Context: an optimization exercise on an open-source flow, tuned for small area, a short achievable clock period and few clock cycles per item. The choices shown serve that exercise and are no tape-out recipe. The RTL was checked by simulation tests, not by an equivalence proof against the original design.

<file path="flow/config.mk">
export PLATFORM = sky130hd
export DESIGN_NAME = sha256_stream
export DESIGN_NICKNAME = sha256_stream
export VERILOG_FILES = /design/flow/design.v
export SDC_FILE = /design/flow/constraint.sdc
export NUM_CORES = 4
export LEC_CHECK = 0
export CAP_MARGIN = 20
export CELL_PAD_IN_SITES_DETAIL_PLACEMENT = 1
export CORE_MARGIN = 2
export CORE_UTILIZATION = 35
export SETUP_SLACK_MARGIN = 5
export SLEW_MARGIN = 20
</file>
<file path="flow/constraint.sdc">
create_clock -name core_clock -period 10.0 [get_ports {clk}]
set_input_delay 2.0000 -clock core_clock [delete_from_list [all_inputs] [get_ports {clk}]]
set_output_delay 2.0000 -clock core_clock [all_outputs]
set_load 0.01 [all_outputs]
</file>
<file path="flow/design.v">
module sha256_stream (
   input  logic         clk,
   input  logic         rst,
   input  logic         tvalid,
   output logic         tready,
   input  logic         tlast,
   input  logic [31:0]  tid,
   input  logic [7:0]   tdata,
   output logic         ovalid,
   output logic [31:0]  oid,
   output logic [60:0]  olen,
   output logic [255:0] osha
);
   function automatic logic [31:0] knext2(input logic [5:0] t);
      case (t)
         6'd0: knext2 = 32'hb5c0fbcf;
         6'd1: knext2 = 32'he9b5dba5;
         6'd2: knext2 = 32'h3956c25b;
         6'd3: knext2 = 32'h59f111f1;
         6'd4: knext2 = 32'h923f82a4;
         6'd5: knext2 = 32'hab1c5ed5;
         6'd6: knext2 = 32'hd807aa98;
         6'd7: knext2 = 32'h12835b01;
         6'd8: knext2 = 32'h243185be;
         6'd9: knext2 = 32'h550c7dc3;
         6'd10: knext2 = 32'h72be5d74;
         6'd11: knext2 = 32'h80deb1fe;
         6'd12: knext2 = 32'h9bdc06a7;
         6'd13: knext2 = 32'hc19bf174;
         6'd14: knext2 = 32'he49b69c1;
         6'd15: knext2 = 32'hefbe4786;
         6'd16: knext2 = 32'h0fc19dc6;
         6'd17: knext2 = 32'h240ca1cc;
         6'd18: knext2 = 32'h2de92c6f;
         6'd19: knext2 = 32'h4a7484aa;
         6'd20: knext2 = 32'h5cb0a9dc;
         6'd21: knext2 = 32'h76f988da;
         6'd22: knext2 = 32'h983e5152;
         6'd23: knext2 = 32'ha831c66d;
         6'd24: knext2 = 32'hb00327c8;
         6'd25: knext2 = 32'hbf597fc7;
         6'd26: knext2 = 32'hc6e00bf3;
         6'd27: knext2 = 32'hd5a79147;
         6'd28: knext2 = 32'h06ca6351;
         6'd29: knext2 = 32'h14292967;
         6'd30: knext2 = 32'h27b70a85;
         6'd31: knext2 = 32'h2e1b2138;
         6'd32: knext2 = 32'h4d2c6dfc;
         6'd33: knext2 = 32'h53380d13;
         6'd34: knext2 = 32'h650a7354;
         6'd35: knext2 = 32'h766a0abb;
         6'd36: knext2 = 32'h81c2c92e;
         6'd37: knext2 = 32'h92722c85;
         6'd38: knext2 = 32'ha2bfe8a1;
         6'd39: knext2 = 32'ha81a664b;
         6'd40: knext2 = 32'hc24b8b70;
         6'd41: knext2 = 32'hc76c51a3;
         6'd42: knext2 = 32'hd192e819;
         6'd43: knext2 = 32'hd6990624;
         6'd44: knext2 = 32'hf40e3585;
         6'd45: knext2 = 32'h106aa070;
         6'd46: knext2 = 32'h19a4c116;
         6'd47: knext2 = 32'h1e376c08;
         6'd48: knext2 = 32'h2748774c;
         6'd49: knext2 = 32'h34b0bcb5;
         6'd50: knext2 = 32'h391c0cb3;
         6'd51: knext2 = 32'h4ed8aa4a;
         6'd52: knext2 = 32'h5b9cca4f;
         6'd53: knext2 = 32'h682e6ff3;
         6'd54: knext2 = 32'h748f82ee;
         6'd55: knext2 = 32'h78a5636f;
         6'd56: knext2 = 32'h84c87814;
         6'd57: knext2 = 32'h8cc70208;
         6'd58: knext2 = 32'h90befffa;
         6'd59: knext2 = 32'ha4506ceb;
         6'd60: knext2 = 32'hbef9a3f7;
         6'd61: knext2 = 32'hc67178f2;
         default: knext2 = 32'h428a2f98;
      endcase
   endfunction
   localparam logic [255:0] IV = {32'h6a09e667, 32'hbb67ae85, 32'h3c6ef372, 32'ha54ff53a,
                                  32'h510e527f, 32'h9b05688c, 32'h1f83d9ab, 32'h5be0cd19};
   function automatic logic [31:0] bsig0(input logic [31:0] x);
      bsig0 = {x[1:0], x[31:2]} ^ {x[12:0], x[31:13]} ^ {x[21:0], x[31:22]};
   endfunction
   function automatic logic [31:0] bsig1(input logic [31:0] x);
      bsig1 = {x[5:0], x[31:6]} ^ {x[10:0], x[31:11]} ^ {x[24:0], x[31:25]};
   endfunction
   function automatic logic [31:0] ssig0(input logic [31:0] x);
      ssig0 = {x[6:0], x[31:7]} ^ {x[17:0], x[31:18]} ^ {3'b000, x[31:3]};
   endfunction
   function automatic logic [31:0] ssig1(input logic [31:0] x);
      ssig1 = {x[16:0], x[31:17]} ^ {x[18:0], x[31:19]} ^ {10'b0, x[31:10]};
   endfunction
   function automatic logic [63:0] csa(input logic [31:0] x, input logic [31:0] y,
                                       input logic [31:0] z);
      logic [31:0] s, c;
      s = x ^ y ^ z;
      c = {((x[30:0] & y[30:0]) | (x[30:0] & z[30:0]) | (y[30:0] & z[30:0])), 1'b0};
      csa = {s, c};
   endfunction
   logic [15:0][31:0] bb;      
   logic [6:0]   cnt;          
   logic         padm;         
   logic         mk;           
   logic         lenok;        
   logic         started;      
   logic         first_blk;    
   logic         bfirst, bfinal;
   logic [31:0]  tid_in;
   logic [60:0]  len;
   logic [7:0]   bin;
   logic [63:0]  bitlen;
   logic         full, take, shift, fin_shift;
   logic         run;          
   logic [6:0]   k;
   logic         cfirst, cfinal;    
   logic         cfa, cfla;         
   logic         go;
   logic         lda;          
   logic [3:0]   lne;          
   logic [3:0]   lna;          
   logic         olat, olat2, stall;
   logic         upd;          
   logic [15:0][31:0] w;       
   logic [31:0]  ra, rb, rc;   
   logic [31:0]  re, rf, rg;   
   logic [31:0]  t1;           
   logic [7:0][31:0]  hh;      
   logic [31:0]  p;            
   logic [31:0]  t1s, t1c, es, ec, as, ac, anew, enew, t1new;
   logic [31:0]  ws1, wc1, ws2, wc2, wnew;
   logic [31:0]  px, py, ps, pc, pnew;
   logic [31:0]  kq;           
   logic [15:0]  rs;           
   logic [31:0]  bw;           
   logic [31:0]  basea, basee, suma, sume, dsel;
   logic [31:0]  e0, f0, g0, h0;
   assign full      = cnt[6];
   assign tready    = !padm && !full && !stall;
   assign take      = tvalid && tready;
   assign shift     = take || (padm && !full);
   assign bitlen    = {len, 3'b000};
   assign fin_shift = padm && mk && lenok && (cnt[5:0] == 6'd63);
   always_comb begin
      if (!padm)      bin = tdata;
      else if (!mk)   bin = 8'h80;
      else if (lenok && cnt[5:3] == 3'b111)
         bin = bitlen[8 * (7 - cnt[2:0]) +: 8];
      else            bin = 8'h00;
   end
   always_ff @(posedge clk) begin
      for (int i = 0; i < 64; i++)
         if (shift && cnt[5:0] == 6'(i)) bb[i / 4][8 * (3 - i % 4) +: 8] <= bin;
      if (take) begin
         if (!started) begin
            tid_in <= tid;
            len    <= 61'd1;
         end else begin
            len    <= len + 61'd1;
         end
      end
   end
   always_ff @(posedge clk or negedge rst) begin
      if (!rst) begin
         cnt       <= '0;
         padm      <= 1'b0;
         mk        <= 1'b0;
         lenok     <= 1'b0;
         started   <= 1'b0;
         first_blk <= 1'b1;
         bfirst    <= 1'b0;
         bfinal    <= 1'b0;
      end else begin
         if (go)         cnt <= '0;
         else if (shift) cnt <= cnt + 7'd1;
         if (take) begin
            started <= !tlast;
            if (tlast) padm <= 1'b1;
         end
         if (padm && !full && !mk) begin
            mk    <= 1'b1;
            lenok <= (cnt[5:3] != 3'b111);
         end
         if (shift && cnt[5:0] == 6'd63) begin
            bfirst    <= first_blk;
            bfinal    <= fin_shift;
            first_blk <= fin_shift;
            if (padm) lenok <= 1'b1;
            if (fin_shift) begin
               padm  <= 1'b0;
               mk    <= 1'b0;
               lenok <= 1'b0;
            end
         end
      end
   end
   assign go = full && (!run || k[6]);
   always_comb begin
      basea = '0;
      basee = '0;
      for (int j = 0; j < 4; j++) begin
         if (lna[j]) basea = basea | (cfa ? IV[255 - 32 * j -: 32] : hh[j]);
         if (lne[j]) basee = basee | (cfirst ? IV[127 - 32 * j -: 32] : hh[4 + j]);
      end
   end
   assign suma = basea + ra;
   assign sume = basee + re;
   assign e0 = bfirst ? IV[127:96] : (lne[0] ? sume : hh[4]);
   assign f0 = bfirst ? IV[95:64]  : hh[5];
   assign g0 = bfirst ? IV[63:32]  : hh[6];
   assign h0 = bfirst ? IV[31:0]   : hh[7];
   assign dsel = lda ? (cfirst ? IV[159:128] : hh[3]) : rc;
   always_comb begin
      bw = '0;
      for (int j = 0; j < 16; j++) if (rs[j]) bw = bw | bb[j];
   end
   always_comb begin
      {t1s, t1c} = csa(p, bsig1(re), (re & rf) ^ (~re & rg));
      t1new      = t1s + t1c;
      {es, ec}   = csa(t1s, t1c, dsel);
      enew       = es + ec;
      {as, ac}   = csa(t1, bsig0(ra), (ra & rb) | (ra & rc) | (rb & rc));
      anew       = as + ac;
      {ws1, wc1} = csa(ssig1(w[14]), w[9], ssig0(w[1]));
      {ws2, wc2} = csa(ws1, wc1, w[0]);
      wnew       = ws2 + wc2;
      px         = upd ? h0 : rg;
      py         = upd ? bb[0] : w[15];
      {ps, pc}   = csa(px, py, kq);
      pnew       = ps + pc;
   end
   always_ff @(posedge clk) begin
      for (int i = 0; i < 14; i++) w[i] <= w[i + 1];
      w[14] <= go ? bb[0] : w[15];
      w[15] <= (rs == 16'd0) ? wnew : bw;
      if (go) begin
         re <= e0;
         rf <= f0;
         rg <= g0;
      end else begin
         re <= enew;
         rf <= re;
         rg <= rf;
      end
      t1 <= t1new;
      if (lda) begin
         ra <= cfirst ? IV[255:224] : (lna[0] ? suma : hh[0]);
         rb <= cfirst ? IV[223:192] : hh[1];
         rc <= cfirst ? IV[191:160] : hh[2];
      end else begin
         ra <= anew;
         rb <= ra;
         rc <= rb;
      end
      p <= pnew;
      for (int j = 0; j < 4; j++) begin
         if (lna[j]) hh[j]     <= suma;
         if (lne[j]) hh[4 + j] <= sume;
      end
      if (go)        kq <= 32'h71374491;
      else if (k[6]) kq <= 32'h428a2f98;
      else           kq <= knext2(k[5:0]);
      if (olat || olat2) begin
         oid  <= tid_in;
         olen <= len;
      end
   end
   always_ff @(posedge clk or negedge rst) begin
      if (!rst) begin
         run    <= 1'b0;
         k      <= 7'd64;
         cfirst <= 1'b0;
         cfinal <= 1'b0;
         cfa    <= 1'b0;
         cfla   <= 1'b0;
         lda    <= 1'b0;
         ovalid <= 1'b0;
         lne    <= '0;
         lna    <= '0;
         olat   <= 1'b0;
         olat2  <= 1'b0;
         stall  <= 1'b0;
         rs     <= 16'd2;
         upd    <= 1'b1;
      end else begin
         upd    <= go ? 1'b0 : (!run || k[6] || k == 7'd63);
         cfa    <= cfirst;
         cfla   <= cfinal;
         lda    <= go;
         ovalid <= lna[0] && cfla;
         lne    <= {run && k == 7'd60, lne[3:1]};
         lna    <= lne;
         olat   <= go && bfinal && !(run && cfinal);
         stall  <= go && bfinal && run && cfinal;
         olat2  <= stall;
         if (go)                  rs <= 16'd4;
         else if (run && !k[6])   rs <= {rs[14:0], 1'b0} | {14'd0, lne[1], 1'b0};
         else                     rs <= 16'd2;
         if (go) begin
            run    <= 1'b1;
            k      <= '0;
            cfirst <= bfirst;
            cfinal <= bfinal;
         end else if (run) begin
            if (k[6]) run <= 1'b0;
            else      k   <= k + 7'd1;
         end
      end
   end
   assign osha = {hh[0], hh[1], hh[2], hh[3], hh[4], hh[5], hh[6], hh[7]};
endmodule
</file>
<file path="flow/flow/run.sh">
#!/bin/bash
# The standard layout (standard.sh), with two changes to how it is built:
#  - the port buffers are the library's smallest plain buffer (buf_1) rather
#    than the delay cell buffer_ports picks by default;
#  - clock tree synthesis adds no dummy loads.
# Constraints, synthesis and every other step are the standard ones.
set -euo pipefail
bash standard.sh \
  "BUFFER_PORTS_ARGS=-buffer_cell sky130_fd_sc_hd__buf_1" \
  "CTS_ARGS=-sink_clustering_enable -repair_clock_nets -dont_use_dummy_load" \
  finish > flow_make.log 2>&1
</file>
<file path="flow/standard.sh">
#!/bin/bash
# synth_recipe.tcl (not shown) runs the flow's synth.tcl, then flattens the netlist and writes it again
# the make line also repeats each setting of config.mk as NAME=value (left out here)
make -C /OpenROAD-flow-scripts/flow DESIGN_CONFIG=/design/flow/config.mk WORK_HOME=/design/flow/orfs CLKGATE_MAP_FILE= SYNTH_SCRIPT=/design/flow/synth_recipe.tcl "${@:-finish}"
</file>
==> results.cfg, run 1 <==
[synth]
yosysTopAreaCell = edfxtp_1
synth.top_cells.by_count = edfxtp_1, dfxtp_1, nand2_1
syn_inst = 6337
avgSynthCellArea_um2 = 12.2
ys_types = 96
synth_nets = 6824
synth_top_area_share_pct = 34.5
synth-async-reset-ratio_pct = 2.88
ys_warn_count = 1
synth_area_leaders = edfxtp_1, dfxtp_1, fa_1
syn_area_um2 = 77400
synth.most_common_cell = edfxtp_1
synth-edff-count = 890
synth_seq_cells = 1806
synth_ff_type = edfxtp_1
synth_seq_area_share_pct = 58.5

[timing]
setup-violations-final = 0
timing.final.crit_share_pct = 49.7
fin_ws_ps = 5030
tightest_slew_ps = 1140
fmax_mhz = 201
setup_tns_ps = 0
slew_headroom_pct = 24.0
fin_skew_ps = 72.9
hold_viol_final = 0
report.final.slew_viol_count = 0
period_minus_slack_ps = 4970
rsz0062_at_grt = true

[min_path]
hp-class = reg -> reg

[route]
top_layer = met5
antenna_left = 0
drt_iter0_markers = 5012
route.detailed.drc = 0
met2WireLength_um = 124000
via_count = 54000
post_drt_wl_per_cell_um = 28.0
wl_met3_um = 21500
routed_wl_um = 269000
wl_met1_um = 113000
viasPerCell = 5.62
dr.pass1.iters = 8

[setup_path]
worstPathCellList = buf_4, nand2b_1, buf_4, o22ai_1, fa_1, inv_1, ha_1, and3_1, a21oi_1, o2111ai_1, nand4_1, a31oi_2, or4_1, a31o_2, a21oi_1, xnor2_1
cp-start-kind = flip-flop
slowest_stage = dfstp_4
required_ps = 10760
arrival_ps = 5730
cp_max_fo = 15
slowest_delay_ps = 710
critPathKind = reg -> reg
cp-end-kind = flip-flop

[floorplanning]
core-area_um2 = 220000
dieWidth_um = 474
die_h_um = 474
io_pins = 395
row_count = 172
start_util_pct = 35.2
die_area_um2 = 225000

[global_route]
grt_pass1_wl_um = 390000
grtUsageTotal_pct = 23.4
grt_pass1_vias = 55800
antenna_found_initial = 7
grt_max_degree = 98
grt_overflow = 0

[status]
status = finished clean

[clock_network]
cts_sinks = 1806
cts.clk_slew.worst_paths_ps = 60
root_buffer = clkbuf_16
ctsLongestPathBuffers = 3
htreeDepth = 4
worstSkewPairLatency_ps = 840
cts_tree = built
cts_buffers = 183

[place]
place_worst_setup_slack_ps = 3990
gp_congestion = 0.965
portBuffers = 394
dp.final_hpwl_um = 193000

[final_layout]
multi_input_area_um2 = 30500
register_area_um2 = 45400
layout.nets = 7132
fin_util_pct = 39.7
fillers = 23400
area_growth_pct = 12.6
drive_above_1_share_pct = 7.63

[job]
maxCapViolations = 0
-- registers in the layout, summed over array words and instances, names as in the netlist, 7 cells and up --
register / count
bb: 512
w: 512
hh: 256
len: 61
olen: 61
kq: 32
oid: 32
p: 32
ra: 32
rb: 32
rc: 32
re: 32
rf: 32
rg: 32
t1: 32
tid_in: 32
rs: 15
cnt: 7
k: 7
-- through the flow --
step                      cells  hold WS, ps  area [um2]
final                      9602          283       87200
after CTS                  9593          280       86800
after detailed placement   9405          313       82000
after floorplan            6337          310       77400
after global placement     9405          310       82000
after global routing       9601          290       87200
-- repair_timing --
action / in CTS / in global routing
buffers inserted: 5 / 8
pin swaps: 1 / 6
hold endpoints to repair: 0 / 0
endpoints found under the setup margin: 79 / 41
gates cloned: 0 / 0
hold buffers: 0 / 0
gates resized for setup: 49 / 69
-- cell families (layout without fill, tap and decap cells) --
logic type      Yosys count  in the layout  share of synthesized area, %
simple gates           1346           1346                          8.20
flops                  1806           1806                          58.5
fa+ha+maj               473            473                          9.43
other cells               0              1                             0
mux                     141            141                          2.23
compound gates         1544           1544                          13.4
buf+inv                 530            836                          2.57
xor+xnor                497            497                          5.62
-- cell type report --
type | count | share of cell area (%)
clock buffers | 183 | 5.25
repair buffers | 479 | 2.68
flip-flops and latches | 1806 | 52.0
well taps | 2958 | 4.24
inverters | 174 | 0.758
multi-input cells | 4001 | 35.0
diodes | 1 | 0.00287
-- final timing paths --
check                       start       to  slack (ps)  cells past startpoint
setup reg to reg              upd    p[29]        5030                     16
min in group asynchronous     rst  started        1050                      1
hold / removal             w[148]   w[116]         280                      0
hold reg to reg            w[148]   w[116]         280                      0
setup / recovery              upd    p[29]        5030                     16
max in group asynchronous     rst      cfa        7790                      2
-- cell usage in the layout (no fill, tap or decap), drive strengths merged, types with 80 or more instances in the layout --
master	count
a21o	100
ha	249
xor2	89
o21ai	364
inv	174
dfxtp	864
clkbuf	184
edfxtp	890
nand2	423
a21oi	326
buf	478
nor2	356
a22oi	185
mux2	90
nor3	80
xnor2	408
fa	194
nand3	128
-- critical path: cells and delay by family, from the launching register on --
family                   cells  cell delay, ps
flip-flops                   1             710
XOR/XNOR                     1             140
buffers and inverters        3             580
adder cells (fa/ha/maj)      2             840
AND/OR/NAND/NOR              4             950
AO/OA/AOI/OAI                6            1650
-- layer usage --
metal	GRT usage, %	up-vias
met2	37.6	2315
met1	31.2	27600
met5	0	-
li1	-	23600
met4	8.69	6
met3	4.61	459
Testbench counts, summed over its fixed seeds: cycles 33,905, bytes 25,402.
==> run 2, diff against run 1 <==
--- a/flow/config.mk
+++ b/flow/config.mk
@@ -8,6 +8,6 @@
 export CAP_MARGIN = 20
 export CELL_PAD_IN_SITES_DETAIL_PLACEMENT = 1
 export CORE_MARGIN = 2
-export CORE_UTILIZATION = 35
+export CORE_UTILIZATION = 45
 export SETUP_SLACK_MARGIN = 5
 export SLEW_MARGIN = 20
==> run 2 against run 1 <==
Still clean on timing, DRC and antenna. Via count increased by 0.67%. Design area decreased by 1.0%. Critical path type unchanged. Highest routed layer unchanged.
==> results.cfg, run 2 <==
[synth]
synth.top_cells.by_count = edfxtp_1, dfxtp_1, nand2_1
synth_seq_area_share_pct = 58.5
synth_area_leaders = edfxtp_1, dfxtp_1, fa_1
ys_types = 96
synth_seq_cells = 1806
yosysTopAreaCell = edfxtp_1
synth_nets = 6824
synth_ff_type = edfxtp_1
synth.most_common_cell = edfxtp_1
avgSynthCellArea_um2 = 12.2
synth-edff-count = 890
syn_inst = 6337
syn_area_um2 = 77400
ys_warn_count = 1
synth-async-reset-ratio_pct = 2.88
synth_top_area_share_pct = 34.5

[timing]
period_minus_slack_ps = 5030
tightest_slew_ps = 1220
fin_ws_ps = 4970
timing.final.crit_share_pct = 50.3
slew_headroom_pct = 17.7
rsz0062_at_grt = true
holdWs_ps = 290
setup-violations-final = 0
fmax_mhz = 199
fin_skew_ps = 75.4
hold_viol_final = 0
setup_tns_ps = 0
report.final.slew_viol_count = 0

[final_layout]
drive_above_1_share_pct = 7.44
final_common_cell = edfxtp_1
final_cell_mix = edfxtp_1, dfxtp_1, nand2_1, xnor2_1, buf_1
area_growth_pct = 11.5
largestRegisters = bb x512, w x512, hh x256
fin_util_pct = 50.4
layoutNonFillerInstCount = 8952
layout.nets = 7128

[floorplanning]
start_util_pct = 45.2
dieWidth_um = 419
io_pins = 395
row_count = 152
core-area_um2 = 171000
die_h_um = 419
die_area_um2 = 175000

[clock_network]
cts_sinks = 1806
root_buffer = clkbuf_16
ctsLongestPathBuffers = 3
cts_tree = built
worstSkewPairLatency_ps = 830
htreeDepth = 4
cts.clk_slew.worst_paths_ps = 60
cts_buffers = 186

[setup_path]
arrival_ps = 5710
cp_max_fo = 62
critPathKind = reg -> reg
cp-start-kind = flip-flop
required_ps = 10680
rr_worst_depth = 15
rrSetupSlack_ps = 4970
cp-end-kind = flip-flop

[place]
dp.final_hpwl_um = 192000
dp_cells = 8749
portBuffers = 394
place_worst_setup_slack_ps = 4170
gp_congestion = 0.959

[route]
via_count = 54300
route.detailed.drc = 0
viasPerCell = 6.07
routed_wl_um = 270000
antenna_left = 0
dr.pass1.iters = 8
drt_iter0_markers = 5767
post_drt_wl_per_cell_um = 30.1

[global_route]
grt_overflow = 0
antenna_found_initial = 9
grt_pass1_vias = 55500
grt_pass1_wl_um = 388000
grt_max_degree = 102
grtUsageTotal_pct = 30.3

[min_path]
hp-class = reg -> reg
whs_path_depth = 0

[status]
status = finished clean

[job]
maxCapViolations = 0
run 2: cell count changes in the layout (fill, tap and decap cells not counted), moves of 3 or more:
cell	change
a211oi_1	+3
a211oi_2	-3
buf_12	-6
buf_4	-3
buf_6	-3
clkbuf_16	+4
o22ai_1	+3
xnor2_1	-4
xnor2_2	+4
run 2: critical path, stage by stage (launching register included):
cell and delay, ps:
dfrtp_4 590, buf_16 230, o21a_1 150, nor3_1 680
o21ai_0 270, ha_1 410, o21ai_1 110, o21ai_1 220
a21boi_2 120, o21ai_1 330, a311oi_2 230, o41ai_2 520
a221oi_2 170, xnor2_1 220, mux2_2 350, a22o_1 240
run 2: kinds of logic after synthesis:
family	after synthesis	synth area share (%)
fa+ha+maj	473	9.43
buf+inv	530	2.57
xor+xnor	497	5.62
simple gates	1346	8.20
mux	141	2.23
flops	1806	58.5
compound gates	1544	13.4
run 2: timing repair:
action	in CTS	in global routing
setup endpoints to repair	36	51
gates cloned	2	1
resized for setup	34	63
pin swaps	2	4
hold buffers	0	0
buffers inserted	2	9
run 2: final cells by class:
class                   count  area [um2]
clock buffers             186        4650
repair buffers            471        2260
fillers                 17600       85000
flip-flops and latches   1806       45400
diodes                      3        7.51
inverters                 174         671
well taps                2310        2890
multi-input cells        4002       30500
run 2: final timing paths:
| check | from | end |
|---|---|---|
| hold / removal | w[355] | w[323] |
| max in group asynchronous | rst | lne[3] |
| setup / recovery | cfirst | re[31] |
| setup reg to reg | cfirst | re[31] |
| min in group asynchronous | rst | rs[4] |
| hold reg to reg | w[355] | w[323] |
run 2: routing by layer:
metal  track usage [%]  wire length, um  share of wire, %
met2              48.4           125000                46
met3              4.67            18900               7.0
met1              40.4           111000                41
met5                 0                8            0.0030
met4              14.2            14300               5.3
run 2: metrics by stage:
stage / cell area, um2
final: 86300
after global routing: 86300
after CTS: 86000
after detailed placement: 81100
after global placement: 81100
after floorplan: 77400
==> run 3, diff against run 2 <==
--- a/flow/design.v
+++ b/flow/design.v
@@ -105,8 +105,7 @@
    logic         mk;           
    logic         lenok;        
    logic         started;      
-   logic         first_blk;    
-   logic         bfirst, bfinal;
+   logic         bfinal;
    logic [31:0]  tid_in;
    logic [60:0]  len;
    logic [7:0]   bin;
@@ -121,7 +120,8 @@
    logic [3:0]   lne;          
    logic [3:0]   lna;          
    logic         olat, olat2, stall;
-   logic         upd;          
+   logic         fresh;        
+   logic         nfirst;       
    logic [15:0][31:0] w;       
    logic [31:0]  ra, rb, rc;   
    logic [31:0]  re, rf, rg;   
@@ -130,12 +130,12 @@
    logic [31:0]  p;            
    logic [31:0]  t1s, t1c, es, ec, as, ac, anew, enew, t1new;
    logic [31:0]  ws1, wc1, ws2, wc2, wnew;
-   logic [31:0]  px, py, ps, pc, pnew;
+   logic [31:0]  ps, pc, pnew;
    logic [31:0]  kq;           
    logic [15:0]  rs;           
    logic [31:0]  bw;           
    logic [31:0]  basea, basee, suma, sume, dsel;
-   logic [31:0]  e0, f0, g0, h0;
+   logic [31:0]  e0, f0, g0;
    assign full      = cnt[6];
    assign tready    = !padm && !full && !stall;
    assign take      = tvalid && tready;
@@ -168,8 +168,6 @@
          mk        <= 1'b0;
          lenok     <= 1'b0;
          started   <= 1'b0;
-         first_blk <= 1'b1;
-         bfirst    <= 1'b0;
          bfinal    <= 1'b0;
       end else begin
          if (go)         cnt <= '0;
@@ -183,9 +181,7 @@
             lenok <= (cnt[5:3] != 3'b111);
          end
          if (shift && cnt[5:0] == 6'd63) begin
-            bfirst    <= first_blk;
             bfinal    <= fin_shift;
-            first_blk <= fin_shift;
             if (padm) lenok <= 1'b1;
             if (fin_shift) begin
                padm  <= 1'b0;
@@ -195,7 +191,8 @@
          end
       end
    end
-   assign go = full && (!run || k[6]);
+   assign go     = full && (!run || k[6]);
+   assign nfirst = fresh || cfinal;
    always_comb begin
       basea = '0;
       basee = '0;
@@ -206,10 +203,9 @@
    end
    assign suma = basea + ra;
    assign sume = basee + re;
-   assign e0 = bfirst ? IV[127:96] : (lne[0] ? sume : hh[4]);
-   assign f0 = bfirst ? IV[95:64]  : hh[5];
-   assign g0 = bfirst ? IV[63:32]  : hh[6];
-   assign h0 = bfirst ? IV[31:0]   : hh[7];
+   assign e0 = nfirst ? IV[127:96] : (lne[0] ? sume : hh[4]);
+   assign f0 = nfirst ? IV[95:64]  : hh[5];
+   assign g0 = nfirst ? IV[63:32]  : hh[6];
    assign dsel = lda ? (cfirst ? IV[159:128] : hh[3]) : rc;
    always_comb begin
       bw = '0;
@@ -225,15 +221,12 @@
       {ws1, wc1} = csa(ssig1(w[14]), w[9], ssig0(w[1]));
       {ws2, wc2} = csa(ws1, wc1, w[0]);
       wnew       = ws2 + wc2;
-      px         = upd ? h0 : rg;
-      py         = upd ? bb[0] : w[15];
-      {ps, pc}   = csa(px, py, kq);
+      {ps, pc}   = csa(rg, w[15], kq);
       pnew       = ps + pc;
    end
    always_ff @(posedge clk) begin
-      for (int i = 0; i < 14; i++) w[i] <= w[i + 1];
-      w[14] <= go ? bb[0] : w[15];
-      w[15] <= (rs == 16'd0) ? wnew : bw;
+      for (int i = 0; i < 15; i++) w[i] <= w[i + 1];
+      w[15] <= go ? bb[1] : ((rs == 16'd0) ? wnew : bw);
       if (go) begin
          re <= e0;
          rf <= f0;
@@ -241,7 +234,7 @@
       end else begin
          re <= enew;
          rf <= re;
-         rg <= rf;
+         rg <= (!run || k[6] || lne[1]) ? (nfirst ? IV[31:0] : hh[7]) : rf;
       end
       t1 <= t1new;
       if (lda) begin
@@ -281,10 +274,10 @@
          olat   <= 1'b0;
          olat2  <= 1'b0;
          stall  <= 1'b0;
-         rs     <= 16'd2;
-         upd    <= 1'b1;
+         rs     <= 16'd1;
+         fresh  <= 1'b1;
       end else begin
-         upd    <= go ? 1'b0 : (!run || k[6] || k == 7'd63);
+         if (go) fresh <= 1'b0;
          cfa    <= cfirst;
          cfla   <= cfinal;
          lda    <= go;
@@ -294,13 +287,13 @@
          olat   <= go && bfinal && !(run && cfinal);
          stall  <= go && bfinal && run && cfinal;
          olat2  <= stall;
-         if (go)                  rs <= 16'd4;
-         else if (run && !k[6])   rs <= {rs[14:0], 1'b0} | {14'd0, lne[1], 1'b0};
-         else                     rs <= 16'd2;
+         if (go)                                    rs <= 16'd4;
+         else if (run && !k[6] && !lne[2] && !lne[1]) rs <= {rs[14:0], 1'b0};
+         else                                       rs <= 16'd1;
          if (go) begin
             run    <= 1'b1;
             k      <= '0;
-            cfirst <= bfirst;
+            cfirst <= nfirst;
             cfinal <= bfinal;
          end else if (run) begin
             if (k[6]) run <= 1'b0;
==> flow/flow/run.sh (replaced) <==
#!/bin/bash
set -euo pipefail
bash standard.sh \
  "BUFFER_PORTS_ARGS=-buffer_cell sky130_fd_sc_hd__buf_1" \
  "CTS_ARGS=-sink_clustering_enable -repair_clock_nets -dont_use_dummy_load" \
  "SETUP_SLACK_MARGIN=5.7" \
  finish > flow_make.log 2>&1
--- a/flow/config.mk
+++ b/flow/config.mk
@@ -9,5 +9,4 @@
 export CELL_PAD_IN_SITES_DETAIL_PLACEMENT = 1
 export CORE_MARGIN = 2
 export CORE_UTILIZATION = 45
-export SETUP_SLACK_MARGIN = 5
 export SLEW_MARGIN = 20
==> run 3 against run 2 <==
Still clean on timing, DRC and antenna. Synthesized cell count decreased by 2.6%. Hold slack got worse by 3.7 ps. Die area decreased by 0.80%. First-iteration DRC count increased by 1.3%. Utilization increased by 1.7 points. Non-clock buffer count increased by 98. Sequential cell count decreased by 1. Maximum frequency increased by 14%. Register-to-register slack improved by 630 ps. Sequential share of layout area decreased by 0.92 points. Via count increased by 1.4%. Critical path type unchanged. Largest cell class unchanged.
==> results.cfg, run 3 <==
[global_route]
use_met3_pct = 5.56
top_usage_layer = met2
grt_overflow = 0
grtUsageTotal_pct = 30.7
grt_max_degree = 96
grt_pass1_wl_um = 393000
antenna_found_initial = 10
grt_use_met1_pct = 41.1
use_met2_pct = 48.7
grt_pass1_vias = 55900

[synth]
synth_seq_cells = 1805
synth_area_leaders = edfxtp_1, dfxtp_1, fa_1
synth_top_area_share_pct = 34.8
synth-edff-count = 890
yosysTopAreaCell = edfxtp_1
ys_warn_count = 1
synth_seq_area_share_pct = 59.0
syn_inst = 6170
synth-async-reset-ratio_pct = 2.83
synth_ff_type = edfxtp_1
ys_types = 95
synth.most_common_cell = edfxtp_1
synth_nets = 6657
synth.top_cells.by_count = edfxtp_1, dfxtp_1, o21ai_0
avgSynthCellArea_um2 = 12.4
syn_area_um2 = 76800

[final_layout]
final_area_um2 = 88200
register_area_um2 = 45600
fin_util_pct = 52.0
largestRegisters = bb x512, w x512, hh x256
fillers = 17000
layoutNonFillerInstCount = 8796
multi_input_area_um2 = 31600
final_common_cell = edfxtp_1
layout.nets = 7062
area_growth_pct = 14.8
final_cell_mix = edfxtp_1, dfxtp_1, buf_1, o21ai_0, xnor2_1
drive_above_1_share_pct = 13.1

[floorplanning]
row_count = 151
dieWidth_um = 417
start_util_pct = 45.3
die_h_um = 417
die_area_um2 = 174000
core-area_um2 = 169000
io_pins = 395

[place]
postPlaceCellArea_um2 = 80400
gp_congestion = 0.976
dp_cells = 8496
dp.final_hpwl_um = 189000
place_worst_setup_slack_ps = 4540
portBuffers = 394

[route]
via_count = 55100
viasPerCell = 6.27
post_drt_wl_per_cell_um = 31.3
dr.pass1.iters = 6
routed_wl_um = 275000
route.detailed.drc = 0
antenna_left = 0
drt_iter0_markers = 5840

[setup_path]
rr_worst_depth = 15
slowest_delay_ps = 590
worstPathCellList = xnor2_1, xnor2_1, fa_1, fa_1, ha_2, a21o_1, a21o_1, a21o_1, o21ai_2, a21oi_4, o221a_4, a211oi_4, xnor2_4, a211oi_2, nor2_2
critPathKind = reg -> reg
path_common_cell = a21o_1
cp-startpoint = w[57]
required_ps = 10720
r2r_end = w[511]
arrival_ps = 5120
cp.buffers_inverters = 0
cp_max_fo = 6
worst-path-stages = 15
slowest_stage = fa_1
cp-endpoint = w[511]
cp-start-kind = flip-flop
rr_startpoint = w[57]
rrSetupSlack_ps = 5600
crit_family = compound AO/OA/AOI/OAI gates
cp-end-kind = flip-flop

[timing]
tightest_slew_ps = 1160
fmax_mhz = 227
period_minus_slack_ps = 4400
setup_tns_ps = 0
fin_skew_ps = 65.0
rsz0062_at_grt = true
slew_headroom_pct = 22.2
report.final.slew_viol_count = 0
timing.final.crit_share_pct = 44.0
fin_ws_ps = 5600
hold_viol_final = 0
setup-violations-final = 0
holdWs_ps = 286

[job]
maxCapViolations = 0

[clock_network]
worstSkewPairLatency_ps = 820
htreeDepth = 4
root_buffer = clkbuf_16
cts_buffers = 185
cts_sinks = 1805
ctsLongestPathBuffers = 3
cts_tree = built
cts.clk_slew.worst_paths_ps = 60
cts_hold_buf = 0

[min_path]
hp-class = reg -> reg

[status]
status = finished clean
run 3: changes by cell type in the layout (fill, tap and decap cells not counted), sizes merged, moves of 18 or more:
cell,before,now
nand2,423,323
buf,468,561
a221oi,30,99
a22o,65,129
inv,173,110
a22oi,185,132
o21ai,364,413
a21oi,326,285
a222oi,54,16
nand3b,41,7
mux2i,35,17
run 3: worst min path at each step:
stage / start / end / slack, ps / cells past startpoint
2_1_floorplan: w[132] / w[100] / 310 / 0
3_3_place_gp: w[346] / w[314] / 310 / 0
3_5_place_dp: w[170] / w[138] / 310 / 0
4_1_cts: w[201] / w[169] / 280 / 0
5_1_grt: w[344] / w[312] / 300 / 0
6_report: w[201] / w[169] / 290 / 0
run 3: cell type report:
| type | instances | share of cell area, % |
|---|---|---|
| inverters | 113 | 0.484 |
| clock buffers | 185 | 5.25 |
| repair buffers | 569 | 3.68 |
| flip-flops and latches | 1805 | 51.6 |
| multi-input cells | 3901 | 35.8 |
| diodes | 5 | 0.0142 |
| well taps | 2218 | 3.15 |
run 3: routing by layer:
| layer | vias up | share of wire [%] |
|---|---|---|
| li1 | 23400 | - |
| met1 | 28100 | 40 |
| met2 | 2877 | 46 |
| met3 | 689 | 8.4 |
| met4 | 4 | 5.3 |
| met5 | - | 0.0098 |
run 3: logic make-up (layout without fill, tap and decap cells):
group	count (synthesis)	after routing	share of synthesized area (%)
xor gates and xnor gates	493	493	5.62
muxes	124	124	2.08
other	0	5	0
and+or+nand+nor	1217	1218	7.58
buffers and inverters	465	867	2.28
adders and majority gates	470	470	9.46
DFF	1805	1805	59.0
AOI/OAI and AO/OA	1596	1596	14.0
run 3: what timing repair did:
action                     CTS  global route
gates resized for setup    272           216
buffers inserted            54            48
setup endpoints to repair  191            98
cloned                       3             5
pin swaps                   53           127
Testbench counts of run 3, summed over its fixed seeds: cycles 33,905, bytes 25,402.
==> run 4, diff against run 3 <==
--- a/flow/design.v
+++ b/flow/design.v
@@ -206,7 +206,7 @@
    assign e0 = nfirst ? IV[127:96] : (lne[0] ? sume : hh[4]);
    assign f0 = nfirst ? IV[95:64]  : hh[5];
    assign g0 = nfirst ? IV[63:32]  : hh[6];
-   assign dsel = lda ? (cfirst ? IV[159:128] : hh[3]) : rc;
+   assign dsel = rc;
    always_comb begin
       bw = '0;
       for (int j = 0; j < 16; j++) if (rs[j]) bw = bw | bb[j];
@@ -240,12 +240,13 @@
       if (lda) begin
          ra <= cfirst ? IV[255:224] : (lna[0] ? suma : hh[0]);
          rb <= cfirst ? IV[223:192] : hh[1];
-         rc <= cfirst ? IV[191:160] : hh[2];
       end else begin
          ra <= anew;
          rb <= ra;
-         rc <= rb;
       end
+      if (go)       rc <= nfirst ? IV[159:128] : hh[3];
+      else if (lda) rc <= cfirst ? IV[191:160] : hh[2];
+      else          rc <= rb;
       p <= pnew;
       for (int j = 0; j < 4; j++) begin
          if (lna[j]) hh[j]     <= suma;
==> run 4 against run 3 <==
Final cell count rose by 3.1%. Register-to-register slack improved by 50 ps. First-iteration DRC count grew 3.0%. Routed wire length increased by 0.28%.
==> results.cfg, run 4 <==
[status]
status = finished clean

[timing]
fmax_mhz = 230
timing.final.crit_share_pct = 43.5
hold_viol_final = 0
setup_tns_ps = 0
fin_skew_ps = 129
setup-violations-final = 0
period_minus_slack_ps = 4350
rsz0062_at_grt = true
slew_headroom_pct = 23.1
tightest_slew_ps = 1150
report.final.slew_viol_count = 0

[synth]
synth.top_cells.by_count = edfxtp_1, dfxtp_1, o21ai_0
synth_area_leaders = edfxtp_1, dfxtp_1, fa_1
avgSynthCellArea_um2 = 12.2
synth-async-reset-ratio_pct = 2.83
synth_top_area_share_pct = 34.4
yosysTopAreaCell = edfxtp_1
synth_nets = 6863
ys_types = 95
synth.most_common_cell = edfxtp_1
synth_ff_type = edfxtp_1
syn_inst = 6376
ys_warn_count = 1
synth-edff-count = 890
syn_area_um2 = 77600
synth_seq_cells = 1805
synth_seq_area_share_pct = 58.4

[setup_path]
cp-end-kind = flip-flop
required_ps = 10740
rrSetupSlack_ps = 5650
arrival_ps = 5090
cp_max_fo = 6
cp-start-kind = flip-flop
critPathKind = reg -> reg

[global_route]
grt_overflow = 0
grt_pass1_vias = 56400
antenna_found_initial = 6
grtUsageTotal_pct = 30.7
grt_pass1_wl_um = 394000
grt_max_degree = 88

[floorplanning]
start_util_pct = 45.2
dieWidth_um = 419
io_pins = 395
die_h_um = 419
row_count = 152
core-area_um2 = 172000
die_area_um2 = 176000

[clock_network]
cts_tree = built
cts_hold_buf = 0
ctsLongestPathBuffers = 3
cts_sinks = 1805
root_buffer = clkbuf_16
cts.clk_slew.worst_paths_ps = 60
htreeDepth = 4
cts_buffers = 186
worstSkewPairLatency_ps = 860

[final_layout]
drive_above_1_share_pct = 11.7
final_cell_mix = edfxtp_1, dfxtp_1, o21ai_0, buf_1, nor2_1
area_growth_pct = 14.1
layout.nets = 7247
final_common_cell = edfxtp_1
largestRegisters = bb x512, w x512, hh x256
fin_util_pct = 51.6

[route]
post_drt_wl_per_cell_um = 30.4
viasPerCell = 6.16
via_count = 55900
routed_wl_um = 276000
drt_iter0_markers = 6017
antenna_left = 0
route.detailed.drc = 0
dr.pass1.iters = 6

[job]
maxCapViolations = 0

[place]
gp_congestion = 0.988
portBuffers = 394
dp.final_hpwl_um = 193000

[min_path]
hp-class = reg -> reg
==> run 4: cell families after synthesis <==
family | synth area share (%)
buffers and inverters | 2.76
adders and majority gates | 9.41
DFF | 58.4
AOI/OAI and AO/OA | 14.0
and+or+nand+nor | 8.02
muxes | 1.95
xor gates and xnor gates | 5.45
==> run 4: worst max-delay path: stages, from the launching register on <==
cell      delay (ps)
dfxtp_4          400
xor2_2           190
xnor2_2          130
fa_1             580
inv_1             70
fa_2             570
inv_2             50
fa_2             390
nor2b_4          130
o21a_1           160
o21ai_2           90
a21oi_2          240
a311oi_4         160
a21oi_2          270
o21ai_4          120
o31ai_4          250
xor2_2           290
a22o_1           180
==> run 4: layout make-up <==
cell class,count,area (um2)
fill,17600,83000
clock buffer,186,4650
timing repair buffer,562,2950
multi-input combinational,4003,31800
antenna,1,2.50
inverter,202,774
sequential,1805,45500
tap,2310,2890
==> run 4: path summary, 6_finish.rpt <==
check | startpoint | end | cells after the start
min in group asynchronous | rst | lna[1] | 2
min reg2reg | w[438] | w[406] | 0
max reg2reg | re[27] | re[27] | 17
max in group asynchronous | rst | lne[2] | 2
max | re[27] | re[27] | 17
min | w[438] | w[406] | 0
==> run 4: repair_timing <==
item / CTS / global route
buffers inserted: 40 / 49
pin swaps: 45 / 108
resized for setup: 211 / 211
endpoints found under the setup margin: 153 / 84
==> run 4: stage by stage <==
| step | std cells | instance area (um2) | hold WS [ps] | setup WS [ps] |
|---|---|---|---|---|
| 2_1_floorplan | 6376 | 77600 | 310 | 5710 |
| 3_3_place_gp | 8792 | 81300 | 310 | 4880 |
| 3_5_place_dp | 8792 | 81300 | 313 | 4840 |
| 4_1_cts | 9018 | 87200 | 244 | 5650 |
| 5_1_grt | 9068 | 88500 | 257 | 5570 |
| 6_report | 9069 | 88500 | 241 | 5650 |
==> run 4: per-layer routing <==
metal / track usage (%) / vias to the layer above / part of all wire (%)
met5: 0 / - / 0.0083
met4: 14.5 / 4 / 5.3
met3: 4.92 / 638 / 7.5
met2: 48.9 / 2623 / 47
met1: 40.9 / 28700 / 41
li1: - / 23900 / -
Testbench counts of run 4, summed over its fixed seeds: cycles 33,905, bytes 25,402.
==> run 5, diff against run 4 <==
==> flow/flow/run.sh (replaced) <==
#!/bin/bash
# The standard layout (standard.sh), with these changes to how it is built:
#  - the port buffers are the library's smallest plain buffer (buf_1) rather
#    than the delay cell buffer_ports picks by default;
#  - clock tree synthesis adds no dummy loads, clusters up to 20 flip-flops within 80 um
#    per leaf buffer;
set -euo pipefail
bash standard.sh \
  "BUFFER_PORTS_ARGS=-buffer_cell sky130_fd_sc_hd__buf_1" \
  "CTS_ARGS=-sink_clustering_enable -repair_clock_nets -dont_use_dummy_load -sink_clustering_size 20 -sink_clustering_max_diameter 80" \
  "SETUP_SLACK_MARGIN=5.7" \
  finish > flow_make.log 2>&1
==> run 5 against run 4 <==
Clock skew fell by 21 ps. Highest routed layer unchanged. Design area shrank 2.5%. Critical endpoint unchanged. Global-route usage fell by 0.38 points. Critical path type unchanged. Still clean.
==> results.cfg, run 5 <==
[clock_network]
htreeDepth = 3
root_buffer = clkbuf_16
cts_tree = built
worstSkewPairLatency_ps = 820
ctsLongestPathBuffers = 3
cts_buffers = 111
cts_sinks = 1805
cts_hold_buf = 0
cts.clk_slew.worst_paths_ps = 90

[setup_path]
slowest_delay_ps = 510
cp-end-kind = flip-flop
r2r_end = re[27]
worstPathCellList = xor2_4, xnor2_2, fa_1, inv_2, fa_1, ha_2, inv_2, fa_2, nor2b_2, o21a_1, o21ai_2, a21oi_2, a311oi_4, a21oi_2, o21ai_4, o31ai_2, xor2_2, a22o_1
cp.buffers_inverters = 2
arrival_ps = 5070
rr_startpoint = re[7]
crit_family = adder cells
required_ps = 10690
cp_max_fo = 5
cp-start-kind = flip-flop
critPathKind = reg -> reg
rrSetupSlack_ps = 5620
rr_worst_depth = 18
slowest_stage = fa_1

[route]
viasPerCell = 6.15
route.detailed.drc = 0
dr.pass1.iters = 8
wl_met1_um = 112000
drt_iter0_markers = 5938
met2WireLength_um = 127000
top_layer = met5
via_count = 55300
routed_wl_um = 273000
post_drt_wl_per_cell_um = 30.4
wl_met3_um = 19800
antenna_left = 0

[place]
dp_cells = 8792
portBuffers = 394
dp.final_hpwl_um = 193000
gp_congestion = 0.988

[floorplanning]
core-area_um2 = 172000
row_count = 152
io_pins = 395
dieWidth_um = 419
die_area_um2 = 176000
die_h_um = 419
start_util_pct = 45.2

[synth]
synth.top_cells.by_count = edfxtp_1, dfxtp_1, o21ai_0
synth_nets = 6863
synth-edff-count = 890
yosysTopAreaCell = edfxtp_1
synth_compound_gate_area_share_pct = 14.0
synth_xor_area_share_pct = 5.45
synthAdderAreaFrac_pct = 9.41
synth_area_leaders = edfxtp_1, dfxtp_1, fa_1
synth.most_common_cell = edfxtp_1
syn_area_um2 = 77600
syn_inst = 6376
synth_top_area_share_pct = 34.4
synth_seq_area_share_pct = 58.4
synth_top_family_by_area = compound AO/OA/AOI/OAI gates
synth-async-reset-ratio_pct = 2.83
avgSynthCellArea_um2 = 12.2
ys_warn_count = 1
yosys.area_share.simple_pct = 8.02
synthMuxAreaShare_pct = 1.95
synth_ff_type = edfxtp_1
ys_types = 95
synth_seq_cells = 1805

[timing]
tightest_slew_ps = 1180
period_minus_slack_ps = 4380
slew_headroom_pct = 21.0
rsz0062_at_grt = true
report.final.slew_viol_count = 0
timing.final.crit_share_pct = 43.8
fmax_mhz = 228
setup_tns_ps = 0
hold_viol_final = 0
fin_skew_ps = 107
setup-violations-final = 0
holdWs_ps = 272

[global_route]
antenna_found_initial = 5
grt_pass1_wl_um = 390000
grtUsageTotal_pct = 30.3
grt_overflow = 0
grt_pass1_vias = 55500
grt_max_degree = 88

[final_layout]
drive_above_1_share_pct = 10.0
final_common_cell = edfxtp_1
largestRegisters = bb x512, w x512, hh x256
final_cell_mix = edfxtp_1, dfxtp_1, o21ai_0, buf_1, nor2_1
fin_util_pct = 50.3
layout.nets = 7159
layoutNonFillerInstCount = 8983
area_growth_pct = 11.3
fillers = 17800

[status]
status = finished clean

[min_path]
whs_endpoint = w[204]
hp-class = reg -> reg
whs_path_depth = 0
holdCritStartpoint = w[236]

[job]
maxCapViolations = 0
==> run 5: changes by cell type in the layout (fill, tap and decap cells not counted), moves of 5 or more <==
cell,before,now
xnor2_1,330,342
dfxtp_4,37,31
clkbuf_16,186,111
mux2i_1,42,36
buf_4,148,135
xnor2_2,44,33
a21oi_2,20,15
nor2_1,347,352
inv_2,5,10
a21oi_1,308,313
==> run 5: per-layer routing <==
metal / global-route usage (%) / vias to the layer above
met4: 14.2 / 2
met5: 0 / -
li1: - / 23700
met1: 40.8 / 28400
met2: 48.3 / 2546
met3: 4.33 / 566
==> run 5: timing repair <==
action                                  in CTS  in global routing
hold endpoints to repair                     0                  0
resized for setup                          210                164
pin swaps                                   45                 83
endpoints found under the setup margin     140                 86
buffers inserted                            44                 33
==> run 5: area by class of cell <==
cell class | instances | area [um2] | area share [%]
flip-flops and latches | 1805 | 45500 | 52.7
clock buffers | 111 | 2780 | 3.22
inverters | 202 | 771 | 0.893
repair buffers | 549 | 2860 | 3.32
well taps | 2310 | 2890 | 3.35
diodes | 3 | 7.51 | 0.00870
multi-input cells | 4003 | 31500 | 36.5
==> run 5: how the worst max path moves through the flow <==
stage / startpoint / endpoint / slack, ps / depth (start not counted)
2_1_floorplan: tdata[0] / bb[0] / 5710 / 2
3_3_place_gp: lna[2] / re[31] / 4880 / 14
3_5_place_dp: re[10] / re[28] / 4840 / 16
4_1_cts: re[7] / re[27] / 5640 / 18
5_1_grt: re[7] / re[27] / 5520 / 18
6_report: re[7] / re[27] / 5620 / 18
==> run 5: worst reg2reg max path: stages, from the launching register on <==
cell and delay [ps]:
dfxtp_4 390, xor2_4 190, xnor2_2 150, fa_1 510, inv_2 50, fa_1 500
ha_2 190, inv_2 40, fa_2 350, nor2b_2 140, o21a_1 170, o21ai_2 80
a21oi_2 220, a311oi_4 150, a21oi_2 260, o21ai_4 110, o31ai_2 310, xor2_2 300
a22o_1 180
==> run 5: through the flow <==
step / worst slack, ps / cell area (um2)
global route: 5520 / 86300
global placement: 4880 / 81300
detailed placement: 4840 / 81300
CTS: 5640 / 85300
floorplan: 5710 / 77600
finish: 5620 / 86300
==> run 5: cell families after synthesis <==
family          count (synthesis)
simple gates                 1286
xor+xnor                      483
buf+inv                       568
mux                           124
compound gates               1637
fa+ha+maj                     473
flops                        1805
==> run 6, diff against run 5 <==
==> flow/flow/run.sh (replaced) <==
#!/bin/bash
# The standard layout (standard.sh), with these changes to how it is built:
#  - the port buffers are the library's smallest plain buffer (buf_1) rather
#    than the delay cell buffer_ports picks by default;
#  - clock tree synthesis adds no dummy loads, clusters up to 25 flip-flops within 90 um
#    per leaf buffer;
set -euo pipefail
bash standard.sh \
  "BUFFER_PORTS_ARGS=-buffer_cell sky130_fd_sc_hd__buf_1" \
  "CTS_ARGS=-sink_clustering_enable -repair_clock_nets -dont_use_dummy_load -sink_clustering_size 25 -sink_clustering_max_diameter 90" \
  "SETUP_SLACK_MARGIN=5.7" \
  finish > flow_make.log 2>&1
--- a/flow/config.mk
+++ b/flow/config.mk
@@ -8,5 +8,5 @@
 export CAP_MARGIN = 20
 export CELL_PAD_IN_SITES_DETAIL_PLACEMENT = 1
 export CORE_MARGIN = 2
-export CORE_UTILIZATION = 45
+export CORE_UTILIZATION = 55
 export SLEW_MARGIN = 20
==> run 6 against run 5 <==
Still clean on timing, DRC and antenna. Sequential share of layout area rose by 0.79 points. Non-clock buffer count down 6. Synthesized cell count unchanged. First-iteration DRC count up 16%. Design area is 1.4% lower. Via count increased by 0.21%. Register-to-register slack improved by 80 ps. Die area is 18% lower. Largest cell class unchanged.
==> results.cfg, run 6 <==
[status]
status = finished clean

[final_layout]
area_growth_pct = 9.74
largestRegisters = bb x512, w x512, hh x256
final_cell_mix = edfxtp_1, dfxtp_1, o21ai_0, buf_1, nor2_1
drive_above_1_share_pct = 9.91
fin_util_pct = 60.9
layoutNonFillerInstCount = 8517
final_common_cell = edfxtp_1
layout.nets = 7127
fillers = 13900
final_area_um2 = 85100

[synth]
synth_top_area_share_pct = 34.4
ys_warn_count = 1
synth_seq_area_share_pct = 58.4
synth.top_cells.by_count = edfxtp_1, dfxtp_1, o21ai_0
yosysTopAreaCell = edfxtp_1
synth-async-reset-ratio_pct = 2.83
syn_area_um2 = 77600
synth_nets = 6863
synth_ff_type = edfxtp_1
synth-edff-count = 890
synth_area_leaders = edfxtp_1, dfxtp_1, fa_1
ys_types = 95
synth.most_common_cell = edfxtp_1
synth_seq_cells = 1805
avgSynthCellArea_um2 = 12.2
syn_inst = 6376

[timing]
setup-violations-final = 0
fmax_mhz = 232
fin_ws_ps = 5680
setup_tns_ps = 0
tightest_slew_ps = 1160
slew_headroom_pct = 22.5
period_minus_slack_ps = 4320
holdWs_ps = 266
report.final.slew_viol_count = 0
rsz0062_at_grt = true
timing.final.crit_share_pct = 43.2
fin_skew_ps = 136
hold_viol_final = 0

[place]
postPlaceCellArea_um2 = 80800
place_worst_setup_slack_ps = 4800
dp.final_hpwl_um = 193000
portBuffers = 394
dp_cells = 8351
gp_congestion = 0.964

[setup_path]
cp-end-kind = flip-flop
cp-startpoint = tvalid
cp_max_fo = 15
critPathKind = in -> reg
cp-start-kind = input port
arrival_ps = 4610
required_ps = 10290
rr_startpoint = w[469]

[min_path]
holdCritStartpoint = w[346]
hp-class = reg -> reg

[global_route]
grt_overflow = 0
antenna_found_initial = 13
grtUsageTotal_pct = 36.8
grt_pass1_vias = 55500
grt_pass1_wl_um = 392000
grt_max_degree = 153

[floorplanning]
dieWidth_um = 380
die_area_um2 = 144000
io_pins = 395
row_count = 137
start_util_pct = 55.5
core-area_um2 = 140000
die_h_um = 380

[route]
viasPerCell = 6.50
via_count = 55400
dr.pass1.iters = 6
post_drt_wl_per_cell_um = 32.0
routed_wl_um = 273000
drt_iter0_markers = 6908
antenna_left = 0
route.detailed.drc = 0

[clock_network]
root_buffer = clkbuf_16
cts_tree = built
cts_sinks = 1805
worstSkewPairLatency_ps = 780
cts_buffers = 85
cts.clk_slew.worst_paths_ps = 100
htreeDepth = 3
ctsLongestPathBuffers = 3

[job]
maxCapViolations = 0
[run 6: kinds of logic after synthesis]
logic type      Yosys count  synth area share, %
compound gates         1637                 14.0
flops                  1805                 58.4
simple gates           1286                 8.02
xor+xnor                483                 5.45
fa+ha+maj               473                 9.41
buf+inv                 568                 2.76
mux                     124                 1.95
[run 6: worst paths after layout]
| kind | to | slack, ps | depth (start not counted) |
|---|---|---|---|
| max | bb[230] | 5680 | 7 |
| min | w[314] | 270 | 0 |
| max reg2reg | w[496] | 5700 | 15 |
| min reg2reg | w[314] | 270 | 0 |
| max in group asynchronous | lna[2] | 7700 | 2 |
| min in group asynchronous | ovalid | 1470 | 2 |
[run 6: final cells by class]
| cell class | instances | area, um2 | area share (%) |
|---|---|---|---|
| multi-input combinational | 4003 | 31600 | 37.1 |
| sequential | 1805 | 45500 | 53.5 |
| timing repair buffer | 543 | 2790 | 3.28 |
| inverter | 202 | 767 | 0.901 |
| tap | 1876 | 2350 | 2.76 |
| clock buffer | 85 | 2130 | 2.50 |
| antenna | 3 | 7.51 | 0.00882 |
[run 6: critical path: stages]
cell,delay [ps]
buf_1,110
a21oi_1,240
nor2_1,160
buf_4,240
and2_1,410
nand3_1,560
nor2_1,880
[run 6: what timing repair did]
item                                    CTS  global route
gates resized for setup                 196           190
endpoints found under the setup margin  188            94
buffers inserted                         27            50
pin swaps                                37            87
gates cloned                              0             1
hold buffers                              0             0
[run 6: routing by layer]
metal	GRT usage, %	vias to the layer above	part of all wire, %
li1	-	23700	-
met1	52.8	28100	41
met2	56.7	3105	45
met3	7.03	473	10
met4	11.8	8	4.0
met5	0	-	0.017
==> run 7, diff against run 6 <==
--- a/flow/flow/run.sh
+++ b/flow/flow/run.sh
@@ -8,5 +8,5 @@
 bash standard.sh \
   "BUFFER_PORTS_ARGS=-buffer_cell sky130_fd_sc_hd__buf_1" \
   "CTS_ARGS=-sink_clustering_enable -repair_clock_nets -dont_use_dummy_load -sink_clustering_size 25 -sink_clustering_max_diameter 90" \
-  "SETUP_SLACK_MARGIN=5.7" \
+  "SETUP_SLACK_MARGIN=5.9" \
   finish > flow_make.log 2>&1
==> run 7 against run 6 <==
Sequential cell count did not move. Register-to-register slack got worse by 350 ps. Design area rose by 2.3%. Non-clock buffer count rose by 65. Die area did not move. Still clean. First-iteration DRC count rose by 6.8%. Clock skew rose by 0.73 ps. Maximum frequency fell by 7.1%. Utilization rose by 1.4 points.
==> results.cfg, run 7 <==
[status]
status = finished clean

[setup_path]
slowest_stage = fa_1
slowest_delay_ps = 490
cp-start-kind = flip-flop
rr_worst_depth = 15
rrSetupSlack_ps = 5350
crit_family = compound AO/OA/AOI/OAI gates
path_common_cell = fa_1
required_ps = 10660
cp-end-kind = flip-flop
arrival_ps = 5310
worst-path-stages = 15
cp.buffers_inverters = 0
r2r_end = w[509]
critPathKind = reg -> reg
worstPathCellList = xnor2_2, xnor2_1, fa_1, fa_1, ha_2, o21ai_0, a21boi_1, nor2b_1, o21ai_4, a31oi_4, a21o_1, a31oi_2, a21oi_2, mux2i_1, o22a_1
cp_max_fo = 6
rr_startpoint = w[43]

[global_route]
grt_max_degree = 82
antenna_found_initial = 13
grt_pass1_vias = 56300
grt_pass1_wl_um = 399000
grtUsageTotal_pct = 37.6
grt_overflow = 0

[clock_network]
root_buffer = clkbuf_16
cts_hold_buf = 0
htreeDepth = 3
worstSkewPairLatency_ps = 790
cts.clk_slew.worst_paths_ps = 100
ctsLongestPathBuffers = 3
cts_buffers = 86
cts_tree = built
cts_sinks = 1805

[synth]
syn_area_um2 = 77600
synth.top_cells.by_count = edfxtp_1, dfxtp_1, o21ai_0
ys_warn_count = 1
synth_seq_cells = 1805
synth-async-reset-ratio_pct = 2.83
synth_seq_area_share_pct = 58.4
ys_types = 95
yosysTopAreaCell = edfxtp_1
synth_ff_type = edfxtp_1
avgSynthCellArea_um2 = 12.2
synth.most_common_cell = edfxtp_1
synth_top_area_share_pct = 34.4
synth-edff-count = 890
syn_inst = 6376
synth_area_leaders = edfxtp_1, dfxtp_1, fa_1
synth_nets = 6863

[place]
portBuffers = 394
dp.final_hpwl_um = 192000
gp_congestion = 0.959

[timing]
report.final.slew_viol_count = 0
hold_viol_final = 0
setup_tns_ps = 0
fin_skew_ps = 136
fmax_mhz = 215
timing.final.crit_share_pct = 46.5
tightest_slew_ps = 1200
setup-violations-final = 0
rsz0062_at_grt = true
period_minus_slack_ps = 4650
slew_headroom_pct = 19.7

[route]
via_count = 57100
dr.pass1.iters = 6
wl_met1_um = 115000
wl_met3_um = 30500
top_layer = met5
routed_wl_um = 289000
route.detailed.drc = 0
viasPerCell = 6.66
post_drt_wl_per_cell_um = 33.6
drt_iter0_markers = 7380
antenna_left = 0
met2WireLength_um = 129000

[final_layout]
register_area_um2 = 45600
area_growth_pct = 12.3
final_common_cell = edfxtp_1
fin_util_pct = 62.3
final_cell_mix = edfxtp_1, dfxtp_1, o21ai_0, buf_1, nor2_1
layout.nets = 7193
largestRegisters = bb x512, w x512, hh x256
drive_above_1_share_pct = 13.4
fillers = 13700
multi_input_area_um2 = 32800

[min_path]
holdCritStartpoint = w[382]
hp-class = reg -> reg
whs_endpoint = w[350]
whs_path_depth = 0

[floorplanning]
row_count = 137
die_area_um2 = 144000
dieWidth_um = 380
io_pins = 395
start_util_pct = 55.5
core-area_um2 = 140000
die_h_um = 380

[job]
maxCapViolations = 0
==> run 7: cell count changes in the layout (fill, tap and decap cells not counted), sizes merged <==
cell	delta
buf	+60
clkbuf	+4
bufbuf	+2
clkinv	+1
inv	-1
==> run 7: kinds of logic (layout without fill, tap and decap cells) <==
group / after synthesis / after routing / synth area share, %
other: 0 / 3 / 0
muxes: 124 / 124 / 1.95
AOI/OAI and AO/OA: 1637 / 1637 / 14.0
and+or+nand+nor: 1286 / 1286 / 8.02
buffers and inverters: 568 / 896 / 2.76
adders and majority gates: 473 / 473 / 9.41
DFF: 1805 / 1805 / 58.4
xor gates and xnor gates: 483 / 483 / 5.45
==> run 7: per-layer routing <==
metal	vias up	track usage, %
met5	-	0
met4	4	14.9
met3	645	8.70
met2	3505	56.7
met1	29200	52.8
li1	23800	-
==> run 7: area by class of cell <==
cell class,count,share of cell area (%)
Sequential cell,1805,52.3
Multi-Input combinational cell,4003,37.6
Timing Repair Buffer,608,3.99
Tap cell,1876,2.69
Clock buffer,86,2.47
Inverter,202,0.886
Antenna cell,3,0.00862
==> run 7: worst max path at each step <==
stage | endpoint | slack, ps | startpoint
final | w[509] | 5350 | w[43]
after global routing | w[509] | 5280 | w[43]
after CTS | re[27] | 5690 | re[26]
after detailed placement | ra[30] | 4660 | lna[2]
after global placement | ra[30] | 4830 | lna[2]
after floorplan | bb[0] | 5710 | tdata[0]
==> run 7: timing repair <==
item,4_1_cts,5_1_grt
pin swaps,126,164
buffers inserted,74,63
resized for setup,374,278
setup endpoints to repair,275,149
gates cloned,2,5
==> run 7: through the flow <==
| step | hold slack, ps | cells | area, um2 | setup WS (ps) |
|---|---|---|---|---|
| finish | 230 | 8583 | 87100 | 5350 |
| global route | 241 | 8580 | 87100 | 5280 |
| CTS | 236 | 8512 | 85100 | 5690 |
| detailed placement | 313 | 8350 | 80800 | 4660 |
| global placement | 310 | 8350 | 80800 | 4830 |
| floorplan | 310 | 6376 | 77700 | 5710 |
==> run 7: worst register-to-register path, cell delays in order, from the launching register on <==
cell and delay (ps):
dfxtp_2 410, xnor2_2 340, xnor2_1 210, fa_1 480, fa_1 490, ha_2 450
o21ai_0 170, a21boi_1 280, nor2b_1 320, o21ai_4 140, a31oi_4 230, a21o_1 230
a31oi_2 160, a21oi_2 210, mux2i_1 260, o22a_1 150

-- port drivers added, routing unchanged --
The flow's constraints put no driver on any port. The routed layouts listed below were extracted and timed again, unchanged, in two steps.
Step 1, drivers: a clkbuf_16 drives clk and a buf_2 each remaining input, both assumed.
Step 2 moves the port delays by t, midway between the first and last clock arrival at a register: inputs arrive t later, outputs are due t later. That takes back most of the time a late clock gives input paths.
Slacks: no drivers / after step 1 / after step 2; pairs: no drivers / after step 1.
run	t (ns)	setup WS [ns]	worst hold slack (ns)
run 1	0.880	5.030 / 5.030 / 4.654	0.283 / 0.283 / 0.283
run 2	0.878	4.968 / 4.968 / 4.968	0.290 / 0.290 / 0.290
run 3	0.881	5.600 / 5.600 / 5.020	0.286 / 0.286 / 0.286
run 4	0.893	5.649 / 5.649 / 4.936	0.241 / 0.241 / 0.241
run 5	0.861	5.621 / 5.621 / 5.015	0.272 / 0.272 / 0.272
run 6	0.794	5.682 / 5.695 / 4.920	0.266 / 0.266 / 0.266
run 7	0.812	5.354 / 5.354 / 5.305	0.230 / 0.230 / 0.230
After both steps setup and hold are still met in every run listed. The setup slack of run 6, which loses most, moves by +0.013 ns with the drivers and by -0.762 ns with both steps.
